Source: an optimization exercise on an open RTL-to-GDS flow (aim: small area and a short achievable clock period). Production flows keep margins and buffers that such runs may drop.
In this exercise RTL edits were held to simulation tests only and were not proved equivalent to the original.
Power figures rest on the tool's default switching activity, not on a simulated workload.

File: design/flow/design.v
package alu_op_pkg;
    localparam int OP_W = 4;
    typedef enum logic [OP_W-1:0] {
        OP_FXADD = 4'd0,
        OP_FXSUB = 4'd1,
        OP_FXMUL = 4'd2,
        OP_FXMAC = 4'd3,
        OP_CLZ   = 4'd5,
        OP_LRCW  = 4'd6,
        OP_LFSR  = 4'd7
    } alu_op_e;
    localparam logic [2:0] OPI_ADD  = 3'd0;
    localparam logic [2:0] OPI_SUB  = 3'd1;
    localparam logic [2:0] OPI_MUL  = 3'd2;
    localparam logic [2:0] OPI_MAC  = 3'd3;
    localparam logic [2:0] OPI_ROT  = 3'd4;
    localparam logic [2:0] OPI_LFSR = 3'd5;
endpackage
package alu_fx_pkg;
    localparam int INT_W_DEF  = 6;
    localparam int FRAC_W_DEF = 10;
    localparam int LFSR_MAX_STEPS = 8;  
endpackage
module alu_decode (
    input  logic        i_clk,
    input  logic        i_rst_n,
    input  logic [15:0] i_data_a,
    input  logic [15:0] i_data_b,
    input  logic [3:0]  i_inst,
    output logic        o_busy,
    output logic        o_valid,
    output logic        o_exec,
    output logic [2:0]  o_op,
    output logic [15:0] o_opa,
    output logic [15:0] o_opb
);
    logic [1:0] state;
    always_ff @(posedge i_clk or negedge i_rst_n) begin
        if (!i_rst_n) begin
            state <= 2'd0;
        end else begin
            state <= {state[1] | state[0], ~state[0]};
        end
    end
    assign o_busy  = ~state[0];
    assign o_valid = state[1] & state[0];
    assign o_exec  = state[1] & ~state[0];
    logic is_arith, is_clz, is_lrcw, is_lfsr;
    logic [4:0]  pop;
    logic [4:0]  clz;
    logic        clz_hit;
    logic [2:0]  op_in;
    logic [15:0] opa_in;
    logic [15:0] opb_in;
    assign is_arith = (i_inst[3:2] == 2'b00);
    assign is_clz   = (i_inst == 4'd5);
    assign is_lrcw  = (i_inst == 4'd6);
    assign is_lfsr  = (i_inst == 4'd7) && (i_data_b <= 16'(alu_fx_pkg::LFSR_MAX_STEPS));
    always_comb begin
        pop = '0;
        for (int i = 0; i < 16; i++) pop = pop + 5'(i_data_a[i]);
    end
    always_comb begin
        clz = 5'd16;
        for (int i = 0; i < 16; i++) begin
            if (i_data_a[i]) clz = 5'(15 - i);
        end
    end
    always_comb begin
        op_in  = i_inst[2:0];
        opa_in = i_data_a;
        opb_in = i_data_b;
        if (!is_arith) begin
            op_in       = is_lfsr ? alu_op_pkg::OPI_LFSR : alu_op_pkg::OPI_ROT;
            opa_in[4:0] = is_lrcw ? pop : is_lfsr ? i_data_b[4:0] : 5'd0;
            opb_in      = is_lfsr ? i_data_a :
                          is_lrcw ? i_data_b :
                          is_clz  ? {11'd0, clz} : 16'd0;
        end
    end
    always_ff @(posedge i_clk) begin
        o_opa <= opa_in;
        o_opb <= opb_in;
        o_op  <= op_in;
    end
endmodule
module alu_fx_arith (
    input  logic [15:0] a,
    input  logic [15:0] b,
    input  logic        i_addsub,
    input  logic [15:0] x,
    input  logic        sub,
    output logic [15:0] o_res
);
    logic [15:0] bq;
    assign bq = i_addsub ? 16'h0400 : b;
    logic neg_0;
    logic one_0;
    logic two_0;
    logic pp_0_0;
    logic pp_0_1;
    logic pp_0_2;
    logic pp_0_3;
    logic pp_0_4;
    logic pp_0_5;
    logic pp_0_6;
    logic pp_0_7;
    logic pp_0_8;
    logic pp_0_9;
    logic pp_0_10;
    logic pp_0_11;
    logic pp_0_12;
    logic pp_0_13;
    logic pp_0_14;
    logic pp_0_15;
    logic pp_0_16;
    logic neg_1;
    logic one_1;
    logic two_1;
    logic pp_1_0;
    logic pp_1_1;
    logic pp_1_2;
    logic pp_1_3;
    logic pp_1_4;
    logic pp_1_5;
    logic pp_1_6;
    logic pp_1_7;
    logic pp_1_8;
    logic pp_1_9;
    logic pp_1_10;
    logic pp_1_11;
    logic pp_1_12;
    logic pp_1_13;
    logic pp_1_14;
    logic pp_1_15;
    logic pp_1_16;
    logic neg_2;
    logic one_2;
    logic two_2;
    logic pp_2_0;
    logic pp_2_1;
    logic pp_2_2;
    logic pp_2_3;
    logic pp_2_4;
    logic pp_2_5;
    logic pp_2_6;
    logic pp_2_7;
    logic pp_2_8;
    logic pp_2_9;
    logic pp_2_10;
    logic pp_2_11;
    logic pp_2_12;
    logic pp_2_13;
    logic pp_2_14;
    logic pp_2_15;
    logic pp_2_16;
    logic neg_3;
    logic one_3;
    logic two_3;
    logic pp_3_0;
    logic pp_3_1;
    logic pp_3_2;
    logic pp_3_3;
    logic pp_3_4;
    logic pp_3_5;
    logic pp_3_6;
    logic pp_3_7;
    logic pp_3_8;
    logic pp_3_9;
    logic pp_3_10;
    logic pp_3_11;
    logic pp_3_12;
    logic pp_3_13;
    logic pp_3_14;
    logic pp_3_15;
    logic pp_3_16;
    logic neg_4;
    logic one_4;
    logic two_4;
    logic pp_4_0;
    logic pp_4_1;
    logic pp_4_2;
    logic pp_4_3;
    logic pp_4_4;
    logic pp_4_5;
    logic pp_4_6;
    logic pp_4_7;
    logic pp_4_8;
    logic pp_4_9;
    logic pp_4_10;
    logic pp_4_11;
    logic pp_4_12;
    logic pp_4_13;
    logic pp_4_14;
    logic pp_4_15;
    logic pp_4_16;
    logic neg_5;
    logic one_5;
    logic two_5;
    logic pp_5_0;
    logic pp_5_1;
    logic pp_5_2;
    logic pp_5_3;
    logic pp_5_4;
    logic pp_5_5;
    logic pp_5_6;
    logic pp_5_7;
    logic pp_5_8;
    logic pp_5_9;
    logic pp_5_10;
    logic pp_5_11;
    logic pp_5_12;
    logic pp_5_13;
    logic pp_5_14;
    logic pp_5_15;
    logic pp_5_16;
    logic neg_6;
    logic one_6;
    logic two_6;
    logic pp_6_0;
    logic pp_6_1;
    logic pp_6_2;
    logic pp_6_3;
    logic pp_6_4;
    logic pp_6_5;
    logic pp_6_6;
    logic pp_6_7;
    logic pp_6_8;
    logic pp_6_9;
    logic pp_6_10;
    logic pp_6_11;
    logic pp_6_12;
    logic pp_6_13;
    logic pp_6_14;
    logic pp_6_15;
    logic pp_6_16;
    logic neg_7;
    logic one_7;
    logic two_7;
    logic pp_7_0;
    logic pp_7_1;
    logic pp_7_2;
    logic pp_7_3;
    logic pp_7_4;
    logic pp_7_5;
    logic pp_7_6;
    logic pp_7_7;
    logic pp_7_8;
    logic pp_7_9;
    logic pp_7_10;
    logic pp_7_11;
    logic pp_7_12;
    logic pp_7_13;
    logic pp_7_14;
    logic pp_7_15;
    logic pp_7_16;
    logic hs0;
    logic hc0;
    logic hs1;
    logic hc1;
    logic fs2;
    logic fc2;
    logic fs3;
    logic fc3;
    logic hs4;
    logic hc4;
    logic fs5;
    logic fc5;
    logic hs6;
    logic hc6;
    logic fs7;
    logic fc7;
    logic fs8;
    logic fc8;
    logic hs9;
    logic hc9;
    logic fs10;
    logic fc10;
    logic fs11;
    logic fc11;
    logic hs12;
    logic hc12;
    logic fs13;
    logic fc13;
    logic fs14;
    logic fc14;
    logic fs15;
    logic fc15;
    logic fs16;
    logic fc16;
    logic fs17;
    logic fc17;
    logic fs18;
    logic fc18;
    logic fs19;
    logic fc19;
    logic fs20;
    logic fc20;
    logic cs21;
    logic cc21;
    logic iv22;
    logic fs23;
    logic fc23;
    logic fs24;
    logic fc24;
    logic fs25;
    logic fc25;
    logic fs26;
    logic fc26;
    logic fs27;
    logic fc27;
    logic fs28;
    logic fc28;
    logic fs29;
    logic fc29;
    logic fs30;
    logic fc30;
    logic fs31;
    logic fc31;
    logic fs32;
    logic fc32;
    logic fs33;
    logic fc33;
    logic fs34;
    logic fc34;
    logic hs35;
    logic hc35;
    logic hs36;
    logic hc36;
    logic fs37;
    logic fc37;
    logic hs38;
    logic hc38;
    logic fs39;
    logic fc39;
    logic cs40;
    logic cc40;
    logic fs41;
    logic fc41;
    logic fs42;
    logic fc42;
    logic fs43;
    logic fc43;
    logic fs44;
    logic fc44;
    logic fs45;
    logic fc45;
    logic fs46;
    logic fc46;
    logic fs47;
    logic fc47;
    logic fs48;
    logic fc48;
    logic fs49;
    logic fc49;
    logic fs50;
    logic fc50;
    logic fs51;
    logic fc51;
    logic fs52;
    logic fc52;
    logic fs53;
    logic fc53;
    logic fs54;
    logic fc54;
    logic fs55;
    logic fc55;
    logic fs56;
    logic fc56;
    logic fs57;
    logic fc57;
    logic fs58;
    logic fc58;
    logic iv59;
    logic fs60;
    logic fc60;
    logic fs61;
    logic fc61;
    logic fs62;
    logic fc62;
    logic fs63;
    logic fc63;
    logic iv64;
    logic fs65;
    logic fc65;
    logic fs66;
    logic fc66;
    logic fs67;
    logic fc67;
    logic fs68;
    logic fc68;
    logic iv69;
    logic fs70;
    logic fc70;
    logic fs71;
    logic fc71;
    logic fs72;
    logic fc72;
    logic fs73;
    logic fc73;
    logic iv74;
    logic fs75;
    logic fc75;
    logic hs76;
    logic hc76;
    logic hs77;
    logic hc77;
    logic fs78;
    logic fc78;
    logic fs79;
    logic fc79;
    logic fs80;
    logic fc80;
    logic fs81;
    logic fc81;
    logic fs82;
    logic fc82;
    logic fs83;
    logic fc83;
    logic fs84;
    logic fc84;
    logic fs85;
    logic fc85;
    logic fs86;
    logic fc86;
    logic fs87;
    logic fc87;
    logic fs88;
    logic fc88;
    logic fs89;
    logic fc89;
    logic fs90;
    logic fc90;
    logic fs91;
    logic fc91;
    logic fs92;
    logic fc92;
    logic fs93;
    logic fc93;
    logic fs94;
    logic fc94;
    logic fs95;
    logic fc95;
    logic fs96;
    logic fc96;
    logic fs97;
    logic fc97;
    logic fs98;
    logic fc98;
    logic hs99;
    logic hc99;
    logic hs100;
    logic hc100;
    logic fs101;
    logic fc101;
    logic fs102;
    logic fc102;
    logic fs103;
    logic fc103;
    logic fs104;
    logic fc104;
    logic fs105;
    logic fc105;
    logic fs106;
    logic fc106;
    logic fs107;
    logic fc107;
    logic fs108;
    logic fc108;
    logic fs109;
    logic fc109;
    logic fs110;
    logic fc110;
    logic fs111;
    logic fc111;
    logic fs112;
    logic fc112;
    logic fs113;
    logic fc113;
    logic fs114;
    logic fc114;
    logic fs115;
    logic fc115;
    logic fs116;
    logic fc116;
    logic fs117;
    logic fc117;
    logic fs118;
    logic fc118;
    logic fs119;
    logic fc119;
    logic fs120;
    logic fc120;
    logic fs121;
    logic fc121;
    logic fs122;
    logic fc122;
    logic fs123;
    logic fc123;
    logic iv124;
    logic fs125;
    logic fc125;
    logic fs126;
    logic fc126;
    assign neg_0 = bq[1];
    assign one_0 = bq[0] ^ 1'b0;
    assign two_0 = (bq[1] & ~bq[0] & ~1'b0) | (~bq[1] & bq[0] & 1'b0);
    assign pp_0_0 = ((one_0 & a[0]) | (two_0 & 1'b0)) ^ neg_0;
    assign pp_0_1 = ((one_0 & a[1]) | (two_0 & a[0])) ^ neg_0;
    assign pp_0_2 = ((one_0 & a[2]) | (two_0 & a[1])) ^ neg_0;
    assign pp_0_3 = ((one_0 & a[3]) | (two_0 & a[2])) ^ neg_0;
    assign pp_0_4 = ((one_0 & a[4]) | (two_0 & a[3])) ^ neg_0;
    assign pp_0_5 = ((one_0 & a[5]) | (two_0 & a[4])) ^ neg_0;
    assign pp_0_6 = ((one_0 & a[6]) | (two_0 & a[5])) ^ neg_0;
    assign pp_0_7 = ((one_0 & a[7]) | (two_0 & a[6])) ^ neg_0;
    assign pp_0_8 = ((one_0 & a[8]) | (two_0 & a[7])) ^ neg_0;
    assign pp_0_9 = ((one_0 & a[9]) | (two_0 & a[8])) ^ neg_0;
    assign pp_0_10 = ((one_0 & a[10]) | (two_0 & a[9])) ^ neg_0;
    assign pp_0_11 = ((one_0 & a[11]) | (two_0 & a[10])) ^ neg_0;
    assign pp_0_12 = ((one_0 & a[12]) | (two_0 & a[11])) ^ neg_0;
    assign pp_0_13 = ((one_0 & a[13]) | (two_0 & a[12])) ^ neg_0;
    assign pp_0_14 = ((one_0 & a[14]) | (two_0 & a[13])) ^ neg_0;
    assign pp_0_15 = ((one_0 & a[15]) | (two_0 & a[14])) ^ neg_0;
    assign pp_0_16 = ~(((one_0 & a[15]) | (two_0 & a[15])) ^ neg_0);
    assign neg_1 = bq[3];
    assign one_1 = bq[2] ^ bq[1];
    assign two_1 = (bq[3] & ~bq[2] & ~bq[1]) | (~bq[3] & bq[2] & bq[1]);
    assign pp_1_0 = ((one_1 & a[0]) | (two_1 & 1'b0)) ^ neg_1;
    assign pp_1_1 = ((one_1 & a[1]) | (two_1 & a[0])) ^ neg_1;
    assign pp_1_2 = ((one_1 & a[2]) | (two_1 & a[1])) ^ neg_1;
    assign pp_1_3 = ((one_1 & a[3]) | (two_1 & a[2])) ^ neg_1;
    assign pp_1_4 = ((one_1 & a[4]) | (two_1 & a[3])) ^ neg_1;
    assign pp_1_5 = ((one_1 & a[5]) | (two_1 & a[4])) ^ neg_1;
    assign pp_1_6 = ((one_1 & a[6]) | (two_1 & a[5])) ^ neg_1;
    assign pp_1_7 = ((one_1 & a[7]) | (two_1 & a[6])) ^ neg_1;
    assign pp_1_8 = ((one_1 & a[8]) | (two_1 & a[7])) ^ neg_1;
    assign pp_1_9 = ((one_1 & a[9]) | (two_1 & a[8])) ^ neg_1;
    assign pp_1_10 = ((one_1 & a[10]) | (two_1 & a[9])) ^ neg_1;
    assign pp_1_11 = ((one_1 & a[11]) | (two_1 & a[10])) ^ neg_1;
    assign pp_1_12 = ((one_1 & a[12]) | (two_1 & a[11])) ^ neg_1;
    assign pp_1_13 = ((one_1 & a[13]) | (two_1 & a[12])) ^ neg_1;
    assign pp_1_14 = ((one_1 & a[14]) | (two_1 & a[13])) ^ neg_1;
    assign pp_1_15 = ((one_1 & a[15]) | (two_1 & a[14])) ^ neg_1;
    assign pp_1_16 = ~(((one_1 & a[15]) | (two_1 & a[15])) ^ neg_1);
    assign neg_2 = bq[5];
    assign one_2 = bq[4] ^ bq[3];
    assign two_2 = (bq[5] & ~bq[4] & ~bq[3]) | (~bq[5] & bq[4] & bq[3]);
    assign pp_2_0 = ((one_2 & a[0]) | (two_2 & 1'b0)) ^ neg_2;
    assign pp_2_1 = ((one_2 & a[1]) | (two_2 & a[0])) ^ neg_2;
    assign pp_2_2 = ((one_2 & a[2]) | (two_2 & a[1])) ^ neg_2;
    assign pp_2_3 = ((one_2 & a[3]) | (two_2 & a[2])) ^ neg_2;
    assign pp_2_4 = ((one_2 & a[4]) | (two_2 & a[3])) ^ neg_2;
    assign pp_2_5 = ((one_2 & a[5]) | (two_2 & a[4])) ^ neg_2;
    assign pp_2_6 = ((one_2 & a[6]) | (two_2 & a[5])) ^ neg_2;
    assign pp_2_7 = ((one_2 & a[7]) | (two_2 & a[6])) ^ neg_2;
    assign pp_2_8 = ((one_2 & a[8]) | (two_2 & a[7])) ^ neg_2;
    assign pp_2_9 = ((one_2 & a[9]) | (two_2 & a[8])) ^ neg_2;
    assign pp_2_10 = ((one_2 & a[10]) | (two_2 & a[9])) ^ neg_2;
    assign pp_2_11 = ((one_2 & a[11]) | (two_2 & a[10])) ^ neg_2;
    assign pp_2_12 = ((one_2 & a[12]) | (two_2 & a[11])) ^ neg_2;
    assign pp_2_13 = ((one_2 & a[13]) | (two_2 & a[12])) ^ neg_2;
    assign pp_2_14 = ((one_2 & a[14]) | (two_2 & a[13])) ^ neg_2;
    assign pp_2_15 = ((one_2 & a[15]) | (two_2 & a[14])) ^ neg_2;
    assign pp_2_16 = ~(((one_2 & a[15]) | (two_2 & a[15])) ^ neg_2);
    assign neg_3 = bq[7];
    assign one_3 = bq[6] ^ bq[5];
    assign two_3 = (bq[7] & ~bq[6] & ~bq[5]) | (~bq[7] & bq[6] & bq[5]);
    assign pp_3_0 = ((one_3 & a[0]) | (two_3 & 1'b0)) ^ neg_3;
    assign pp_3_1 = ((one_3 & a[1]) | (two_3 & a[0])) ^ neg_3;
    assign pp_3_2 = ((one_3 & a[2]) | (two_3 & a[1])) ^ neg_3;
    assign pp_3_3 = ((one_3 & a[3]) | (two_3 & a[2])) ^ neg_3;
    assign pp_3_4 = ((one_3 & a[4]) | (two_3 & a[3])) ^ neg_3;
    assign pp_3_5 = ((one_3 & a[5]) | (two_3 & a[4])) ^ neg_3;
    assign pp_3_6 = ((one_3 & a[6]) | (two_3 & a[5])) ^ neg_3;
    assign pp_3_7 = ((one_3 & a[7]) | (two_3 & a[6])) ^ neg_3;
    assign pp_3_8 = ((one_3 & a[8]) | (two_3 & a[7])) ^ neg_3;
    assign pp_3_9 = ((one_3 & a[9]) | (two_3 & a[8])) ^ neg_3;
    assign pp_3_10 = ((one_3 & a[10]) | (two_3 & a[9])) ^ neg_3;
    assign pp_3_11 = ((one_3 & a[11]) | (two_3 & a[10])) ^ neg_3;
    assign pp_3_12 = ((one_3 & a[12]) | (two_3 & a[11])) ^ neg_3;
    assign pp_3_13 = ((one_3 & a[13]) | (two_3 & a[12])) ^ neg_3;
    assign pp_3_14 = ((one_3 & a[14]) | (two_3 & a[13])) ^ neg_3;
    assign pp_3_15 = ((one_3 & a[15]) | (two_3 & a[14])) ^ neg_3;
    assign pp_3_16 = ~(((one_3 & a[15]) | (two_3 & a[15])) ^ neg_3);
    assign neg_4 = bq[9];
    assign one_4 = bq[8] ^ bq[7];
    assign two_4 = (bq[9] & ~bq[8] & ~bq[7]) | (~bq[9] & bq[8] & bq[7]);
    assign pp_4_0 = ((one_4 & a[0]) | (two_4 & 1'b0)) ^ neg_4;
    assign pp_4_1 = ((one_4 & a[1]) | (two_4 & a[0])) ^ neg_4;
    assign pp_4_2 = ((one_4 & a[2]) | (two_4 & a[1])) ^ neg_4;
    assign pp_4_3 = ((one_4 & a[3]) | (two_4 & a[2])) ^ neg_4;
    assign pp_4_4 = ((one_4 & a[4]) | (two_4 & a[3])) ^ neg_4;
    assign pp_4_5 = ((one_4 & a[5]) | (two_4 & a[4])) ^ neg_4;
    assign pp_4_6 = ((one_4 & a[6]) | (two_4 & a[5])) ^ neg_4;
    assign pp_4_7 = ((one_4 & a[7]) | (two_4 & a[6])) ^ neg_4;
    assign pp_4_8 = ((one_4 & a[8]) | (two_4 & a[7])) ^ neg_4;
    assign pp_4_9 = ((one_4 & a[9]) | (two_4 & a[8])) ^ neg_4;
    assign pp_4_10 = ((one_4 & a[10]) | (two_4 & a[9])) ^ neg_4;
    assign pp_4_11 = ((one_4 & a[11]) | (two_4 & a[10])) ^ neg_4;
    assign pp_4_12 = ((one_4 & a[12]) | (two_4 & a[11])) ^ neg_4;
    assign pp_4_13 = ((one_4 & a[13]) | (two_4 & a[12])) ^ neg_4;
    assign pp_4_14 = ((one_4 & a[14]) | (two_4 & a[13])) ^ neg_4;
    assign pp_4_15 = ((one_4 & a[15]) | (two_4 & a[14])) ^ neg_4;
    assign pp_4_16 = ~(((one_4 & a[15]) | (two_4 & a[15])) ^ neg_4);
    assign neg_5 = bq[11];
    assign one_5 = bq[10] ^ bq[9];
    assign two_5 = (bq[11] & ~bq[10] & ~bq[9]) | (~bq[11] & bq[10] & bq[9]);
    assign pp_5_0 = ((one_5 & a[0]) | (two_5 & 1'b0)) ^ neg_5;
    assign pp_5_1 = ((one_5 & a[1]) | (two_5 & a[0])) ^ neg_5;
    assign pp_5_2 = ((one_5 & a[2]) | (two_5 & a[1])) ^ neg_5;
    assign pp_5_3 = ((one_5 & a[3]) | (two_5 & a[2])) ^ neg_5;
    assign pp_5_4 = ((one_5 & a[4]) | (two_5 & a[3])) ^ neg_5;
    assign pp_5_5 = ((one_5 & a[5]) | (two_5 & a[4])) ^ neg_5;
    assign pp_5_6 = ((one_5 & a[6]) | (two_5 & a[5])) ^ neg_5;
    assign pp_5_7 = ((one_5 & a[7]) | (two_5 & a[6])) ^ neg_5;
    assign pp_5_8 = ((one_5 & a[8]) | (two_5 & a[7])) ^ neg_5;
    assign pp_5_9 = ((one_5 & a[9]) | (two_5 & a[8])) ^ neg_5;
    assign pp_5_10 = ((one_5 & a[10]) | (two_5 & a[9])) ^ neg_5;
    assign pp_5_11 = ((one_5 & a[11]) | (two_5 & a[10])) ^ neg_5;
    assign pp_5_12 = ((one_5 & a[12]) | (two_5 & a[11])) ^ neg_5;
    assign pp_5_13 = ((one_5 & a[13]) | (two_5 & a[12])) ^ neg_5;
    assign pp_5_14 = ((one_5 & a[14]) | (two_5 & a[13])) ^ neg_5;
    assign pp_5_15 = ((one_5 & a[15]) | (two_5 & a[14])) ^ neg_5;
    assign pp_5_16 = ~(((one_5 & a[15]) | (two_5 & a[15])) ^ neg_5);
    assign neg_6 = bq[13];
    assign one_6 = bq[12] ^ bq[11];
    assign two_6 = (bq[13] & ~bq[12] & ~bq[11]) | (~bq[13] & bq[12] & bq[11]);
    assign pp_6_0 = ((one_6 & a[0]) | (two_6 & 1'b0)) ^ neg_6;
    assign pp_6_1 = ((one_6 & a[1]) | (two_6 & a[0])) ^ neg_6;
    assign pp_6_2 = ((one_6 & a[2]) | (two_6 & a[1])) ^ neg_6;
    assign pp_6_3 = ((one_6 & a[3]) | (two_6 & a[2])) ^ neg_6;
    assign pp_6_4 = ((one_6 & a[4]) | (two_6 & a[3])) ^ neg_6;
    assign pp_6_5 = ((one_6 & a[5]) | (two_6 & a[4])) ^ neg_6;
    assign pp_6_6 = ((one_6 & a[6]) | (two_6 & a[5])) ^ neg_6;
    assign pp_6_7 = ((one_6 & a[7]) | (two_6 & a[6])) ^ neg_6;
    assign pp_6_8 = ((one_6 & a[8]) | (two_6 & a[7])) ^ neg_6;
    assign pp_6_9 = ((one_6 & a[9]) | (two_6 & a[8])) ^ neg_6;
    assign pp_6_10 = ((one_6 & a[10]) | (two_6 & a[9])) ^ neg_6;
    assign pp_6_11 = ((one_6 & a[11]) | (two_6 & a[10])) ^ neg_6;
    assign pp_6_12 = ((one_6 & a[12]) | (two_6 & a[11])) ^ neg_6;
    assign pp_6_13 = ((one_6 & a[13]) | (two_6 & a[12])) ^ neg_6;
    assign pp_6_14 = ((one_6 & a[14]) | (two_6 & a[13])) ^ neg_6;
    assign pp_6_15 = ((one_6 & a[15]) | (two_6 & a[14])) ^ neg_6;
    assign pp_6_16 = ~(((one_6 & a[15]) | (two_6 & a[15])) ^ neg_6);
    assign neg_7 = bq[15];
    assign one_7 = bq[14] ^ bq[13];
    assign two_7 = (bq[15] & ~bq[14] & ~bq[13]) | (~bq[15] & bq[14] & bq[13]);
    assign pp_7_0 = ((one_7 & a[0]) | (two_7 & 1'b0)) ^ neg_7;
    assign pp_7_1 = ((one_7 & a[1]) | (two_7 & a[0])) ^ neg_7;
    assign pp_7_2 = ((one_7 & a[2]) | (two_7 & a[1])) ^ neg_7;
    assign pp_7_3 = ((one_7 & a[3]) | (two_7 & a[2])) ^ neg_7;
    assign pp_7_4 = ((one_7 & a[4]) | (two_7 & a[3])) ^ neg_7;
    assign pp_7_5 = ((one_7 & a[5]) | (two_7 & a[4])) ^ neg_7;
    assign pp_7_6 = ((one_7 & a[6]) | (two_7 & a[5])) ^ neg_7;
    assign pp_7_7 = ((one_7 & a[7]) | (two_7 & a[6])) ^ neg_7;
    assign pp_7_8 = ((one_7 & a[8]) | (two_7 & a[7])) ^ neg_7;
    assign pp_7_9 = ((one_7 & a[9]) | (two_7 & a[8])) ^ neg_7;
    assign pp_7_10 = ((one_7 & a[10]) | (two_7 & a[9])) ^ neg_7;
    assign pp_7_11 = ((one_7 & a[11]) | (two_7 & a[10])) ^ neg_7;
    assign pp_7_12 = ((one_7 & a[12]) | (two_7 & a[11])) ^ neg_7;
    assign pp_7_13 = ((one_7 & a[13]) | (two_7 & a[12])) ^ neg_7;
    assign pp_7_14 = ((one_7 & a[14]) | (two_7 & a[13])) ^ neg_7;
    assign pp_7_15 = ((one_7 & a[15]) | (two_7 & a[14])) ^ neg_7;
    assign pp_7_16 = ~(((one_7 & a[15]) | (two_7 & a[15])) ^ neg_7);
    assign hs0 = x[4] ^ neg_7;
    assign hc0 = x[4] & neg_7;
    assign hs1 = x[5] ^ pp_0_15;
    assign hc1 = x[5] & pp_0_15;
    assign fs2 = x[6] ^ pp_0_16 ^ pp_1_14;
    assign fc2 = (x[6] & pp_0_16) | (x[6] & pp_1_14) | (pp_0_16 & pp_1_14);
    assign fs3 = sub ^ x[0] ^ neg_5;
    assign fc3 = (sub & x[0]) | (sub & neg_5) | (x[0] & neg_5);
    assign hs4 = pp_0_10 ^ pp_1_8;
    assign hc4 = pp_0_10 & pp_1_8;
    assign fs5 = x[1] ^ pp_0_11 ^ pp_1_9;
    assign fc5 = (x[1] & pp_0_11) | (x[1] & pp_1_9) | (pp_0_11 & pp_1_9);
    assign hs6 = pp_2_7 ^ pp_3_5;
    assign hc6 = pp_2_7 & pp_3_5;
    assign fs7 = x[2] ^ neg_6 ^ pp_0_12;
    assign fc7 = (x[2] & neg_6) | (x[2] & pp_0_12) | (neg_6 & pp_0_12);
    assign fs8 = pp_1_10 ^ pp_2_8 ^ pp_3_6;
    assign fc8 = (pp_1_10 & pp_2_8) | (pp_1_10 & pp_3_6) | (pp_2_8 & pp_3_6);
    assign hs9 = pp_4_4 ^ pp_5_2;
    assign hc9 = pp_4_4 & pp_5_2;
    assign fs10 = x[3] ^ pp_0_13 ^ pp_1_11;
    assign fc10 = (x[3] & pp_0_13) | (x[3] & pp_1_11) | (pp_0_13 & pp_1_11);
    assign fs11 = pp_2_9 ^ pp_3_7 ^ pp_4_5;
    assign fc11 = (pp_2_9 & pp_3_7) | (pp_2_9 & pp_4_5) | (pp_3_7 & pp_4_5);
    assign hs12 = pp_5_3 ^ pp_6_1;
    assign hc12 = pp_5_3 & pp_6_1;
    assign fs13 = pp_0_14 ^ pp_1_12 ^ pp_2_10;
    assign fc13 = (pp_0_14 & pp_1_12) | (pp_0_14 & pp_2_10) | (pp_1_12 & pp_2_10);
    assign fs14 = pp_3_8 ^ pp_4_6 ^ pp_5_4;
    assign fc14 = (pp_3_8 & pp_4_6) | (pp_3_8 & pp_5_4) | (pp_4_6 & pp_5_4);
    assign fs15 = pp_6_2 ^ pp_7_0 ^ hs0;
    assign fc15 = (pp_6_2 & pp_7_0) | (pp_6_2 & hs0) | (pp_7_0 & hs0);
    assign fs16 = hc0 ^ pp_1_13 ^ pp_2_11;
    assign fc16 = (hc0 & pp_1_13) | (hc0 & pp_2_11) | (pp_1_13 & pp_2_11);
    assign fs17 = pp_3_9 ^ pp_4_7 ^ pp_5_5;
    assign fc17 = (pp_3_9 & pp_4_7) | (pp_3_9 & pp_5_5) | (pp_4_7 & pp_5_5);
    assign fs18 = pp_6_3 ^ pp_7_1 ^ hs1;
    assign fc18 = (pp_6_3 & pp_7_1) | (pp_6_3 & hs1) | (pp_7_1 & hs1);
    assign fs19 = pp_2_12 ^ pp_3_10 ^ pp_4_8;
    assign fc19 = (pp_2_12 & pp_3_10) | (pp_2_12 & pp_4_8) | (pp_3_10 & pp_4_8);
    assign fs20 = pp_5_6 ^ pp_6_4 ^ pp_7_2;
    assign fc20 = (pp_5_6 & pp_6_4) | (pp_5_6 & pp_7_2) | (pp_6_4 & pp_7_2);
    assign cs21 = ~(hc1 ^ fs2);
    assign cc21 = hc1 | fs2;
    assign iv22 = ~x[7];
    assign fs23 = iv22 ^ pp_1_15 ^ pp_2_13;
    assign fc23 = (iv22 & pp_1_15) | (iv22 & pp_2_13) | (pp_1_15 & pp_2_13);
    assign fs24 = pp_3_11 ^ pp_4_9 ^ pp_5_7;
    assign fc24 = (pp_3_11 & pp_4_9) | (pp_3_11 & pp_5_7) | (pp_4_9 & pp_5_7);
    assign fs25 = pp_6_5 ^ pp_7_3 ^ fc2;
    assign fc25 = (pp_6_5 & pp_7_3) | (pp_6_5 & fc2) | (pp_7_3 & fc2);
    assign fs26 = x[7] ^ x[8] ^ pp_1_16;
    assign fc26 = (x[7] & x[8]) | (x[7] & pp_1_16) | (x[8] & pp_1_16);
    assign fs27 = pp_2_14 ^ pp_3_12 ^ pp_4_10;
    assign fc27 = (pp_2_14 & pp_3_12) | (pp_2_14 & pp_4_10) | (pp_3_12 & pp_4_10);
    assign fs28 = pp_5_8 ^ pp_6_6 ^ pp_7_4;
    assign fc28 = (pp_5_8 & pp_6_6) | (pp_5_8 & pp_7_4) | (pp_6_6 & pp_7_4);
    assign fs29 = x[9] ^ pp_2_15 ^ pp_3_13;
    assign fc29 = (x[9] & pp_2_15) | (x[9] & pp_3_13) | (pp_2_15 & pp_3_13);
    assign fs30 = pp_4_11 ^ pp_5_9 ^ pp_6_7;
    assign fc30 = (pp_4_11 & pp_5_9) | (pp_4_11 & pp_6_7) | (pp_5_9 & pp_6_7);
    assign fs31 = x[10] ^ pp_2_16 ^ pp_3_14;
    assign fc31 = (x[10] & pp_2_16) | (x[10] & pp_3_14) | (pp_2_16 & pp_3_14);
    assign fs32 = pp_4_12 ^ pp_5_10 ^ pp_6_8;
    assign fc32 = (pp_4_12 & pp_5_10) | (pp_4_12 & pp_6_8) | (pp_5_10 & pp_6_8);
    assign fs33 = x[11] ^ pp_3_15 ^ pp_4_13;
    assign fc33 = (x[11] & pp_3_15) | (x[11] & pp_4_13) | (pp_3_15 & pp_4_13);
    assign fs34 = x[12] ^ pp_3_16 ^ pp_4_14;
    assign fc34 = (x[12] & pp_3_16) | (x[12] & pp_4_14) | (pp_3_16 & pp_4_14);
    assign hs35 = neg_3 ^ pp_0_6;
    assign hc35 = neg_3 & pp_0_6;
    assign hs36 = pp_0_7 ^ pp_1_5;
    assign hc36 = pp_0_7 & pp_1_5;
    assign fs37 = neg_4 ^ pp_0_8 ^ pp_1_6;
    assign fc37 = (neg_4 & pp_0_8) | (neg_4 & pp_1_6) | (pp_0_8 & pp_1_6);
    assign hs38 = pp_2_4 ^ pp_3_2;
    assign hc38 = pp_2_4 & pp_3_2;
    assign fs39 = pp_0_9 ^ pp_1_7 ^ pp_2_5;
    assign fc39 = (pp_0_9 & pp_1_7) | (pp_0_9 & pp_2_5) | (pp_1_7 & pp_2_5);
    assign cs40 = ~(pp_3_3 ^ pp_4_1);
    assign cc40 = pp_3_3 | pp_4_1;
    assign fs41 = pp_2_6 ^ pp_3_4 ^ pp_4_2;
    assign fc41 = (pp_2_6 & pp_3_4) | (pp_2_6 & pp_4_2) | (pp_3_4 & pp_4_2);
    assign fs42 = pp_5_0 ^ hs4 ^ fs3;
    assign fc42 = (pp_5_0 & hs4) | (pp_5_0 & fs3) | (hs4 & fs3);
    assign fs43 = pp_4_3 ^ pp_5_1 ^ hc4;
    assign fc43 = (pp_4_3 & pp_5_1) | (pp_4_3 & hc4) | (pp_5_1 & hc4);
    assign fs44 = fc3 ^ hs6 ^ fs5;
    assign fc44 = (fc3 & hs6) | (fc3 & fs5) | (hs6 & fs5);
    assign fs45 = pp_6_0 ^ hc6 ^ hs9;
    assign fc45 = (pp_6_0 & hc6) | (pp_6_0 & hs9) | (hc6 & hs9);
    assign fs46 = fc5 ^ fs7 ^ fs8;
    assign fc46 = (fc5 & fs7) | (fc5 & fs8) | (fs7 & fs8);
    assign fs47 = hc9 ^ hs12 ^ fc7;
    assign fc47 = (hc9 & hs12) | (hc9 & fc7) | (hs12 & fc7);
    assign fs48 = fc8 ^ fs10 ^ fs11;
    assign fc48 = (fc8 & fs10) | (fc8 & fs11) | (fs10 & fs11);
    assign fs49 = hc12 ^ fc10 ^ fc11;
    assign fc49 = (hc12 & fc10) | (hc12 & fc11) | (fc10 & fc11);
    assign fs50 = fs13 ^ fs14 ^ fs15;
    assign fc50 = (fs13 & fs14) | (fs13 & fs15) | (fs14 & fs15);
    assign fs51 = fc13 ^ fc14 ^ fc15;
    assign fc51 = (fc13 & fc14) | (fc13 & fc15) | (fc14 & fc15);
    assign fs52 = fs16 ^ fs17 ^ fs18;
    assign fc52 = (fs16 & fs17) | (fs16 & fs18) | (fs17 & fs18);
    assign fs53 = fc16 ^ fc17 ^ fs19;
    assign fc53 = (fc16 & fc17) | (fc16 & fs19) | (fc17 & fs19);
    assign fs54 = fs20 ^ fc18 ^ cs21;
    assign fc54 = (fs20 & fc18) | (fs20 & cs21) | (fc18 & cs21);
    assign fs55 = fc19 ^ fc20 ^ fs23;
    assign fc55 = (fc19 & fc20) | (fc19 & fs23) | (fc20 & fs23);
    assign fs56 = fs24 ^ cc21 ^ fs25;
    assign fc56 = (fs24 & cc21) | (fs24 & fs25) | (cc21 & fs25);
    assign fs57 = fc23 ^ fc24 ^ fs26;
    assign fc57 = (fc23 & fc24) | (fc23 & fs26) | (fc24 & fs26);
    assign fs58 = fs27 ^ fs28 ^ fc25;
    assign fc58 = (fs27 & fs28) | (fs27 & fc25) | (fs28 & fc25);
    assign iv59 = ~pp_7_5;
    assign fs60 = iv59 ^ fc26 ^ fc27;
    assign fc60 = (iv59 & fc26) | (iv59 & fc27) | (fc26 & fc27);
    assign fs61 = fc28 ^ fs29 ^ fs30;
    assign fc61 = (fc28 & fs29) | (fc28 & fs30) | (fs29 & fs30);
    assign fs62 = pp_7_5 ^ pp_7_6 ^ fc29;
    assign fc62 = (pp_7_5 & pp_7_6) | (pp_7_5 & fc29) | (pp_7_6 & fc29);
    assign fs63 = fc30 ^ fs31 ^ fs32;
    assign fc63 = (fc30 & fs31) | (fc30 & fs32) | (fs31 & fs32);
    assign iv64 = ~pp_5_11;
    assign fs65 = iv64 ^ pp_6_9 ^ pp_7_7;
    assign fc65 = (iv64 & pp_6_9) | (iv64 & pp_7_7) | (pp_6_9 & pp_7_7);
    assign fs66 = fc31 ^ fc32 ^ fs33;
    assign fc66 = (fc31 & fc32) | (fc31 & fs33) | (fc32 & fs33);
    assign fs67 = pp_5_11 ^ pp_5_12 ^ pp_6_10;
    assign fc67 = (pp_5_11 & pp_5_12) | (pp_5_11 & pp_6_10) | (pp_5_12 & pp_6_10);
    assign fs68 = pp_7_8 ^ fc33 ^ fs34;
    assign fc68 = (pp_7_8 & fc33) | (pp_7_8 & fs34) | (fc33 & fs34);
    assign iv69 = ~x[13];
    assign fs70 = iv69 ^ pp_4_15 ^ pp_5_13;
    assign fc70 = (iv69 & pp_4_15) | (iv69 & pp_5_13) | (pp_4_15 & pp_5_13);
    assign fs71 = pp_6_11 ^ pp_7_9 ^ fc34;
    assign fc71 = (pp_6_11 & pp_7_9) | (pp_6_11 & fc34) | (pp_7_9 & fc34);
    assign fs72 = x[13] ^ x[14] ^ pp_4_16;
    assign fc72 = (x[13] & x[14]) | (x[13] & pp_4_16) | (x[14] & pp_4_16);
    assign fs73 = pp_5_14 ^ pp_6_12 ^ pp_7_10;
    assign fc73 = (pp_5_14 & pp_6_12) | (pp_5_14 & pp_7_10) | (pp_6_12 & pp_7_10);
    assign iv74 = ~x[15];
    assign fs75 = iv74 ^ pp_5_15 ^ pp_6_13;
    assign fc75 = (iv74 & pp_5_15) | (iv74 & pp_6_13) | (pp_5_15 & pp_6_13);
    assign hs76 = neg_2 ^ pp_0_4;
    assign hc76 = neg_2 & pp_0_4;
    assign hs77 = pp_0_5 ^ pp_1_3;
    assign hc77 = pp_0_5 & pp_1_3;
    assign fs78 = pp_1_4 ^ pp_2_2 ^ pp_3_0;
    assign fc78 = (pp_1_4 & pp_2_2) | (pp_1_4 & pp_3_0) | (pp_2_2 & pp_3_0);
    assign fs79 = pp_2_3 ^ pp_3_1 ^ hc35;
    assign fc79 = (pp_2_3 & pp_3_1) | (pp_2_3 & hc35) | (pp_3_1 & hc35);
    assign fs80 = pp_4_0 ^ hc36 ^ hs38;
    assign fc80 = (pp_4_0 & hc36) | (pp_4_0 & hs38) | (hc36 & hs38);
    assign fs81 = hc38 ^ cs40 ^ fc37;
    assign fc81 = (hc38 & cs40) | (hc38 & fc37) | (cs40 & fc37);
    assign fs82 = cc40 ^ fc39 ^ fs41;
    assign fc82 = (cc40 & fc39) | (cc40 & fs41) | (fc39 & fs41);
    assign fs83 = fc41 ^ fs43 ^ fc42;
    assign fc83 = (fc41 & fs43) | (fc41 & fc42) | (fs43 & fc42);
    assign fs84 = fc43 ^ fs45 ^ fc44;
    assign fc84 = (fc43 & fs45) | (fc43 & fc44) | (fs45 & fc44);
    assign fs85 = fc45 ^ fc46 ^ fs47;
    assign fc85 = (fc45 & fc46) | (fc45 & fs47) | (fc46 & fs47);
    assign fs86 = fc47 ^ fc48 ^ fs49;
    assign fc86 = (fc47 & fc48) | (fc47 & fs49) | (fc48 & fs49);
    assign fs87 = fc49 ^ fc50 ^ fs51;
    assign fc87 = (fc49 & fc50) | (fc49 & fs51) | (fc50 & fs51);
    assign fs88 = fc51 ^ fs53 ^ fc52;
    assign fc88 = (fc51 & fs53) | (fc51 & fc52) | (fs53 & fc52);
    assign fs89 = fc53 ^ fs55 ^ fc54;
    assign fc89 = (fc53 & fs55) | (fc53 & fc54) | (fs55 & fc54);
    assign fs90 = fc55 ^ fs57 ^ fc56;
    assign fc90 = (fc55 & fs57) | (fc55 & fc56) | (fs57 & fc56);
    assign fs91 = fc57 ^ fs60 ^ fs61;
    assign fc91 = (fc57 & fs60) | (fc57 & fs61) | (fs60 & fs61);
    assign fs92 = fc60 ^ fc61 ^ fs62;
    assign fc92 = (fc60 & fc61) | (fc60 & fs62) | (fc61 & fs62);
    assign fs93 = fs65 ^ fc62 ^ fc63;
    assign fc93 = (fs65 & fc62) | (fs65 & fc63) | (fc62 & fc63);
    assign fs94 = fc65 ^ fs67 ^ fc66;
    assign fc94 = (fc65 & fs67) | (fc65 & fc66) | (fs67 & fc66);
    assign fs95 = fc67 ^ fs70 ^ fc68;
    assign fc95 = (fc67 & fs70) | (fc67 & fc68) | (fs70 & fc68);
    assign fs96 = fc70 ^ fs72 ^ fs73;
    assign fc96 = (fc70 & fs72) | (fc70 & fs73) | (fs72 & fs73);
    assign fs97 = pp_7_11 ^ fc72 ^ fc73;
    assign fc97 = (pp_7_11 & fc72) | (pp_7_11 & fc73) | (fc72 & fc73);
    assign fs98 = pp_5_16 ^ pp_6_14 ^ pp_7_12;
    assign fc98 = (pp_5_16 & pp_6_14) | (pp_5_16 & pp_7_12) | (pp_6_14 & pp_7_12);
    assign hs99 = neg_1 ^ pp_0_2;
    assign hc99 = neg_1 & pp_0_2;
    assign hs100 = pp_0_3 ^ pp_1_1;
    assign hc100 = pp_0_3 & pp_1_1;
    assign fs101 = pp_1_2 ^ pp_2_0 ^ hs76;
    assign fc101 = (pp_1_2 & pp_2_0) | (pp_1_2 & hs76) | (pp_2_0 & hs76);
    assign fs102 = pp_2_1 ^ hc76 ^ hs77;
    assign fc102 = (pp_2_1 & hc76) | (pp_2_1 & hs77) | (hc76 & hs77);
    assign fs103 = hc77 ^ hs35 ^ fs78;
    assign fc103 = (hc77 & hs35) | (hc77 & fs78) | (hs35 & fs78);
    assign fs104 = hs36 ^ fc78 ^ fs79;
    assign fc104 = (hs36 & fc78) | (hs36 & fs79) | (fc78 & fs79);
    assign fs105 = fs37 ^ fc79 ^ fs80;
    assign fc105 = (fs37 & fc79) | (fs37 & fs80) | (fc79 & fs80);
    assign fs106 = fs39 ^ fc80 ^ fs81;
    assign fc106 = (fs39 & fc80) | (fs39 & fs81) | (fc80 & fs81);
    assign fs107 = fc81 ^ fs42 ^ fs82;
    assign fc107 = (fc81 & fs42) | (fc81 & fs82) | (fs42 & fs82);
    assign fs108 = fc82 ^ fs44 ^ fs83;
    assign fc108 = (fc82 & fs44) | (fc82 & fs83) | (fs44 & fs83);
    assign fs109 = fs46 ^ fc83 ^ fs84;
    assign fc109 = (fs46 & fc83) | (fs46 & fs84) | (fc83 & fs84);
    assign fs110 = fs48 ^ fc84 ^ fs85;
    assign fc110 = (fs48 & fc84) | (fs48 & fs85) | (fc84 & fs85);
    assign fs111 = fs50 ^ fc85 ^ fs86;
    assign fc111 = (fs50 & fc85) | (fs50 & fs86) | (fc85 & fs86);
    assign fs112 = fs52 ^ fc86 ^ fs87;
    assign fc112 = (fs52 & fc86) | (fs52 & fs87) | (fc86 & fs87);
    assign fs113 = fs54 ^ fc87 ^ fs88;
    assign fc113 = (fs54 & fc87) | (fs54 & fs88) | (fc87 & fs88);
    assign fs114 = fs56 ^ fc88 ^ fs89;
    assign fc114 = (fs56 & fc88) | (fs56 & fs89) | (fc88 & fs89);
    assign fs115 = fs58 ^ fc89 ^ fs90;
    assign fc115 = (fs58 & fc89) | (fs58 & fs90) | (fc89 & fs90);
    assign fs116 = fc58 ^ fs91 ^ fc90;
    assign fc116 = (fc58 & fs91) | (fc58 & fc90) | (fs91 & fc90);
    assign fs117 = fs63 ^ fc91 ^ fs92;
    assign fc117 = (fs63 & fc91) | (fs63 & fs92) | (fc91 & fs92);
    assign fs118 = fs66 ^ fc92 ^ fs93;
    assign fc118 = (fs66 & fc92) | (fs66 & fs93) | (fc92 & fs93);
    assign fs119 = fs68 ^ fc93 ^ fs94;
    assign fc119 = (fs68 & fc93) | (fs68 & fs94) | (fc93 & fs94);
    assign fs120 = fs71 ^ fc94 ^ fs95;
    assign fc120 = (fs71 & fc94) | (fs71 & fs95) | (fc94 & fs95);
    assign fs121 = fc71 ^ fs96 ^ fc95;
    assign fc121 = (fc71 & fs96) | (fc71 & fc95) | (fs96 & fc95);
    assign fs122 = fs75 ^ fc96 ^ fs97;
    assign fc122 = (fs75 & fc96) | (fs75 & fs97) | (fc96 & fs97);
    assign fs123 = fc75 ^ fs98 ^ fc97;
    assign fc123 = (fc75 & fs98) | (fc75 & fc97) | (fs98 & fc97);
    assign iv124 = ~pp_6_15;
    assign fs125 = iv124 ^ pp_7_13 ^ fc98;
    assign fc125 = (iv124 & pp_7_13) | (iv124 & fc98) | (pp_7_13 & fc98);
    assign fs126 = pp_6_15 ^ pp_6_16 ^ pp_7_14;
    assign fc126 = (pp_6_15 & pp_6_16) | (pp_6_15 & pp_7_14) | (pp_6_16 & pp_7_14);
    logic [31:0] r0, r1, p;
    assign r0 = {1'b1, pp_7_15, fc126, fc125, fc123, fc122, fc121, fc120, fc119, fc118, fc117, fc116, fc115, fc114, fc113, fc112, fc111, fc110, fc109, fc108, fc107, fc106, fc105, fc104, fc103, fc102, fc101, hc100, hc99, hs99, pp_0_1, neg_0};
    assign r1 = {1'b0, pp_7_16, ~pp_7_15, fs126, fs125, fs123, fs122, fs121, fs120, fs119, fs118, fs117, fs116, fs115, fs114, fs113, fs112, fs111, fs110, fs109, fs108, fs107, fs106, fs105, fs104, fs103, fs102, fs101, hs100, pp_1_0, 1'b0, pp_0_0};
    assign p = r0 + r1;
    logic fits;
    assign fits = (&p[31:25]) | ~(|p[31:25]);
    assign o_res = fits ? p[25:10] : {p[31], {15{~p[31]}}};
endmodule
module alu_bit_ops (
    input  logic        i_lfsr,
    input  logic [4:0]  i_amt,
    input  logic [15:0] i_val,
    output logic [15:0] o_res
);
    logic [15:0] rot;
    logic [15:0] therm;
    logic [15:0] fb;
    assign rot = ({i_val, i_val} << i_amt[3:0]) >> 16;
    always_comb begin
        for (int i = 0; i < 16; i++) therm[i] = (5'(i) < i_amt);
    end
    always_comb begin
        for (int i = 0; i < 16; i++) begin
            fb[i] = i_lfsr ? (rot[(i + 14) % 16] ^ rot[(i + 13) % 16] ^ rot[(i + 11) % 16]) : 1'b1;
        end
    end
    assign o_res = rot ^ (therm & fb);
endmodule
module alu_result (
    input  logic        i_clk,
    input  logic        i_rst_n,
    input  logic        i_exec,
    input  logic        i_rot_op,
    input  logic [15:0] i_arith_res,
    input  logic [15:0] i_rot_res,
    output logic [15:0] o_data
);
    always_ff @(posedge i_clk or negedge i_rst_n) begin
        if (!i_rst_n) begin
            o_data <= '0;
        end else if (i_exec) begin
            o_data <= i_rot_op ? i_rot_res : i_arith_res;
        end
    end
endmodule
module alu_top
#(
    parameter int INT_W  = alu_fx_pkg::INT_W_DEF,
    parameter int FRAC_W = alu_fx_pkg::FRAC_W_DEF,
    parameter int DATA_W = INT_W + FRAC_W
) (
    input  logic              i_clk,
    input  logic              i_rst_n,
    input  logic [DATA_W-1:0] i_data_a,
    input  logic [DATA_W-1:0] i_data_b,
    input  logic [alu_op_pkg::OP_W-1:0]   i_inst,
    output logic              o_busy,
    output logic              o_valid,
    output logic [DATA_W-1:0] o_data
);
    logic        exec;
    logic [2:0]  op;
    logic [15:0] opa;
    logic [15:0] opb;
    logic [15:0] xrow;
    logic        addsub;
    logic        sub;
    logic [15:0] arith_res;
    logic [15:0] rot_res;
    alu_decode u_decode (
        .i_clk    (i_clk),
        .i_rst_n  (i_rst_n),
        .i_data_a (i_data_a),
        .i_data_b (i_data_b),
        .i_inst   (i_inst),
        .o_busy   (o_busy),
        .o_valid  (o_valid),
        .o_exec   (exec),
        .o_op     (op),
        .o_opa    (opa),
        .o_opb    (opb)
    );
    assign addsub = (op[2:1] == 2'b00);
    assign sub    = (op == alu_op_pkg::OPI_SUB);
    assign xrow   = addsub ? (opb ^ {16{sub}}) :
                    (op == alu_op_pkg::OPI_MAC) ? o_data : 16'h0000;
    alu_fx_arith u_fx_arith (
        .a        (opa),
        .b        (opb),
        .i_addsub (addsub),
        .x     (xrow),
        .sub   (sub),
        .o_res (arith_res)
    );
    alu_bit_ops u_bit_ops (
        .i_lfsr (op == alu_op_pkg::OPI_LFSR),
        .i_amt  (opa[4:0]),
        .i_val  (opb),
        .o_res  (rot_res)
    );
    alu_result u_result (
        .i_clk       (i_clk),
        .i_rst_n     (i_rst_n),
        .i_exec      (exec),
        .i_rot_op    (op[2]),
        .i_arith_res (arith_res),
        .i_rot_res   (rot_res),
        .o_data      (o_data)
    );
endmodule
File: design/flow/run.sh
#!/bin/bash
# synth_recipe.tcl (not shown) runs the flow's synth.tcl, then flattens the netlist and writes it again
# the make line also repeats each setting of config.mk as NAME=value (left out here)
make -C /OpenROAD-flow-scripts/flow DESIGN_CONFIG=/design/flow/config.mk WORK_HOME=/design/flow/orfs CLKGATE_MAP_FILE= SYNTH_SCRIPT=/design/flow/synth_recipe.tcl finish
File: design/flow/config.mk
export PLATFORM = sky130hd
export DESIGN_NAME = alu_top
export DESIGN_NICKNAME = alu_top
export VERILOG_FILES = /design/flow/design.v
export SDC_FILE = /design/flow/constraint.sdc
export NUM_CORES = 4
export LEC_CHECK = 0
export ABC_AREA = 1
export CAP_MARGIN = 20
export CORE_MARGIN = 2
export CORE_UTILIZATION = 40
export SETUP_SLACK_MARGIN = 4
export SLEW_MARGIN = 20
File: design/flow/constraint.sdc
create_clock -name core_clock -period 10.0 [get_ports {i_clk}]
set_input_delay 2.0000 -clock core_clock [delete_from_list [all_inputs] [get_ports {i_clk}]]
set_output_delay 2.0000 -clock core_clock [all_outputs]
set_load 0.01 [all_outputs]
==> summary.txt <==
[power breakdown]
part | internal, mW | switching, mW | total (mW) | leakage (nW)
clock | 0.0963 | 0.0903 | 0.187 | 0.0763
sequential | 0.245 | 0.0432 | 0.288 | 0.509
combinational | 1.67 | 2.79 | 4.46 | 6.05
[routing by layer]
layer  vias up  GRT usage  wire [um]
met4         0    0.09944       1632
met2       660     0.4572      20370
li1       5748          -          -
met3       108    0.03521       3704
met1      6063     0.3734      18080
met5         -          0          0
[worst max-delay path, delay by kind of cell (launching register included)]
kind | cells | cell delay, ns
flip-flops | 1 | 0.44
AND/OR/NAND/NOR | 13 | 1.37
XOR/XNOR | 1 | 0.20
adder cells (fa/ha/maj) | 5 | 2.20
AO/OA/AOI/OAI | 7 | 0.87
buffers and inverters | 7 | 0.76
[repair_timing]
action,4_1_cts,5_1_grt
gates resized for setup,75,146
pin swaps,17,60
cloned,3,3
setup endpoints to repair,17,17
buffers inserted,28,41
[kinds of logic after synthesis]
logic type,Yosys count,share of synthesized area
buffers and inverters,370,0.1225
xor gates and xnor gates,154,0.1165
AOI/OAI and AO/OA,377,0.1872
and+or+nand+nor,609,0.2177
adders and majority gates,168,0.2567
DFF,53,0.09939
[flip-flops by register name (all words and copies together) (netlist names)]
register         flops
u_decode.state       2
u_result.o_data     16
u_decode.o_op        3
u_decode.o_opb      16
u_decode.o_opa      16
[metrics by stage]
stage          cells  hold WS, ns  area [um^2]    util
2_1_floorplan   1731       0.4481        11580       -
3_3_place_gp    2109       0.4587        12430  0.4341
3_5_place_dp    2109       0.4627        12430  0.4341
4_1_cts         2148       0.4822        13130  0.4587
5_1_grt         2192       0.5074        14080  0.4920
6_report        2192       0.4808        14080  0.4920
[final cells by class]
class | count | share of cell area
clock buffers | 5 | 0.008885
well taps | 384 | 0.03412
clock inverters | 3 | 0.002044
repair buffers | 140 | 0.09080
multi-input cells | 1313 | 0.7008
inverters | 294 | 0.08076
flip-flops and latches | 53 | 0.08254
[placed cells by master, fill, tap and decap left out, types with 5 or more instances in the layout]
cell             count
o22ai_2             11
nand3_1             68
dfrtp_1             18
o31ai_1              6
a21oi_2             15
nor2_1              59
nor2_2               7
nand2_2             24
xor2_1             142
nand4_1              8
o22ai_1            124
dfxtp_1             30
ha_1                39
fa_2                 8
nor3_1              13
inv_1              275
o21ai_1             17
nand2_1            383
a21o_1               8
clkbuf_16            5
fa_1               108
ha_4                11
nand2_4             11
nand3_2              7
a21oi_1             70
xnor2_1              8
o221ai_1             5
a31oi_1             13
nor2_4              16
o21ai_0             83
clkdlybuf4s50_1     54
buf_4               70
buf_6               10
inv_2               10
[worst paths after layout]
kind / start / to / slack (ns) / depth (start not counted)
hold reg to reg: u_decode.state[1]$_DFF_PN0_ / u_decode.state[1]$_DFF_PN0_ / 0.48 / 2
setup / recovery: u_decode.o_op[1]$_SDFF_PN0_ / u_result.o_data[9]$_DFFE_PN0P_ / 4.04 / 33
max in group asynchronous: i_rst_n / u_result.o_data[9]$_DFFE_PN0P_ / 7.29 / 1
setup reg to reg: u_decode.o_op[1]$_SDFF_PN0_ / u_result.o_data[9]$_DFFE_PN0P_ / 4.04 / 33
hold / removal: u_decode.state[1]$_DFF_PN0_ / u_decode.state[1]$_DFF_PN0_ / 0.48 / 2
min in group asynchronous: i_rst_n / u_result.o_data[15]$_DFFE_PN0P_ / 2.18 / 1
==> out/results.ini <==
[timing]
setup_violations=0
fmax_mhz=167.8
period_share=0.5960
period_needed_ns=5.960
finClkSkew_ns=0.01192
rsz0062_at_grt=yes
tightest_slew_ns=0.8965
fin_ws_ns=4.040
maxSlewViolCount=0
slew_headroom=0.4017
hold_violations=0
fin_tns_setup_ns=0

[placed_design]
dpl.hpwl_mm=32.74
gp_congestion=0.9581
dp_slack_ns=1.991
io_buffers=55

[routing]
viasPerCell=5.739
routed_wl_mm=43.78
first_pass_iters=6
drt_iter0_drc=1230
wl_per_cell_um=19.97
vias=12579
ant_nets=0
drcViolationCount=0

[power_and_ir_drop]
powerDensity_nw_per_um2=350.1
fin_total_pwr_mw=4.930
leakage_nw=6.633
peakVddDrop_uv=342.0

[global_routing]
antenna_found_initial=0
grt_pass1_wl_mm=66.32
grt_pass1_vias=11917
grt_max_degree=37
grt_usage=0.2771
grt-ovfl-total=0

[cts]
htreeDepth=2
cts_hold_buf=0
clk_pin_slew_ns=0.08
numCtsBuffers=5
cts_root_buffer=clkbuf_16
clock_sinks=53
clock_latency_ns=0.31
ctsLongestPathBuffers=2
cts_tree=done

[floorplan]
fp.dieW_um=174.2
core_um2=28630
io_pins=56
rows=62
die_area_um2=30330
initial_utilization=0.4046
die_height_um=174.2

[logic_synthesis]
syn-num-nets=1937
synth_top_area_share=0.2005
synth-seq-area-share=0.09939
ys_seq_elements=53
synth_ff_type=dfxtp_1
ys_warn_count=3
synth_edf_count=0
ys_async_sr_fraction=0.3396
synthDistinctLibCells=43
synth.avg_cell_area_um2=6.690
yosysMostFrequentCell=nand2_1
synthCells=1731
synth_area_leader_cell=fa_1
synthTopCellsByCount=nand2_1 (411), inv_1 (283), xor2_1 (146), o22ai_1 (136), fa_1 (116)
synthTopCellsByArea=fa_1 (20%), nand2_1 (13%), xor2_1 (11%)
synth_area_um2=11580

[finish]
layout.nets=2013
nFillCells=2862
multi_input_area_um2=9869
drive_gt1_frac=0.1433
syn_to_final_growth_pct=21.60
n_antenna_cell=0
regArea_um2=1162

[worst_setup_path]
critical-path-max-stage-delay_ns=0.52
cp_data_required_time_ns=10.23
path_max_fanout=8
cp_data_arrival_time_ns=6.19
cp-start-kind=flip-flop
endpoint_kind=flip-flop
cp_slowest_cell=fa_1
crit_type=reg -> reg
crit_top_cell=fa_1

[run]
maxCapViolations=0

[outcome]
status=complete, no violations

[worst_hold_path]
worst_hold_path_type=reg -> reg

==> port drivers added, routing unchanged <==
Ports are ideal in the flow. The routed layout listed here was re-timed in OpenROAD. Step 1, drivers: a clkbuf_16 drives i_clk and a buf_2 each remaining input, both assumed. Step 2 moves the port delays by t, midway between the first and last clock arrival at a register: inputs arrive t later, outputs are due t later. That takes back most of the time a late clock gives input paths. a / b / c = no drivers / after step 1 / after step 2; a / b = the first two.
t (ns): 0.342
setup slack, ns: 4.040 / 4.040 / 3.786
worst slew at a driven data input, ns: 0.04
After both steps setup and hold are still met in this run. The setup slack of this run moves by 0.000 ns with the drivers and by -0.254 ns with both steps.
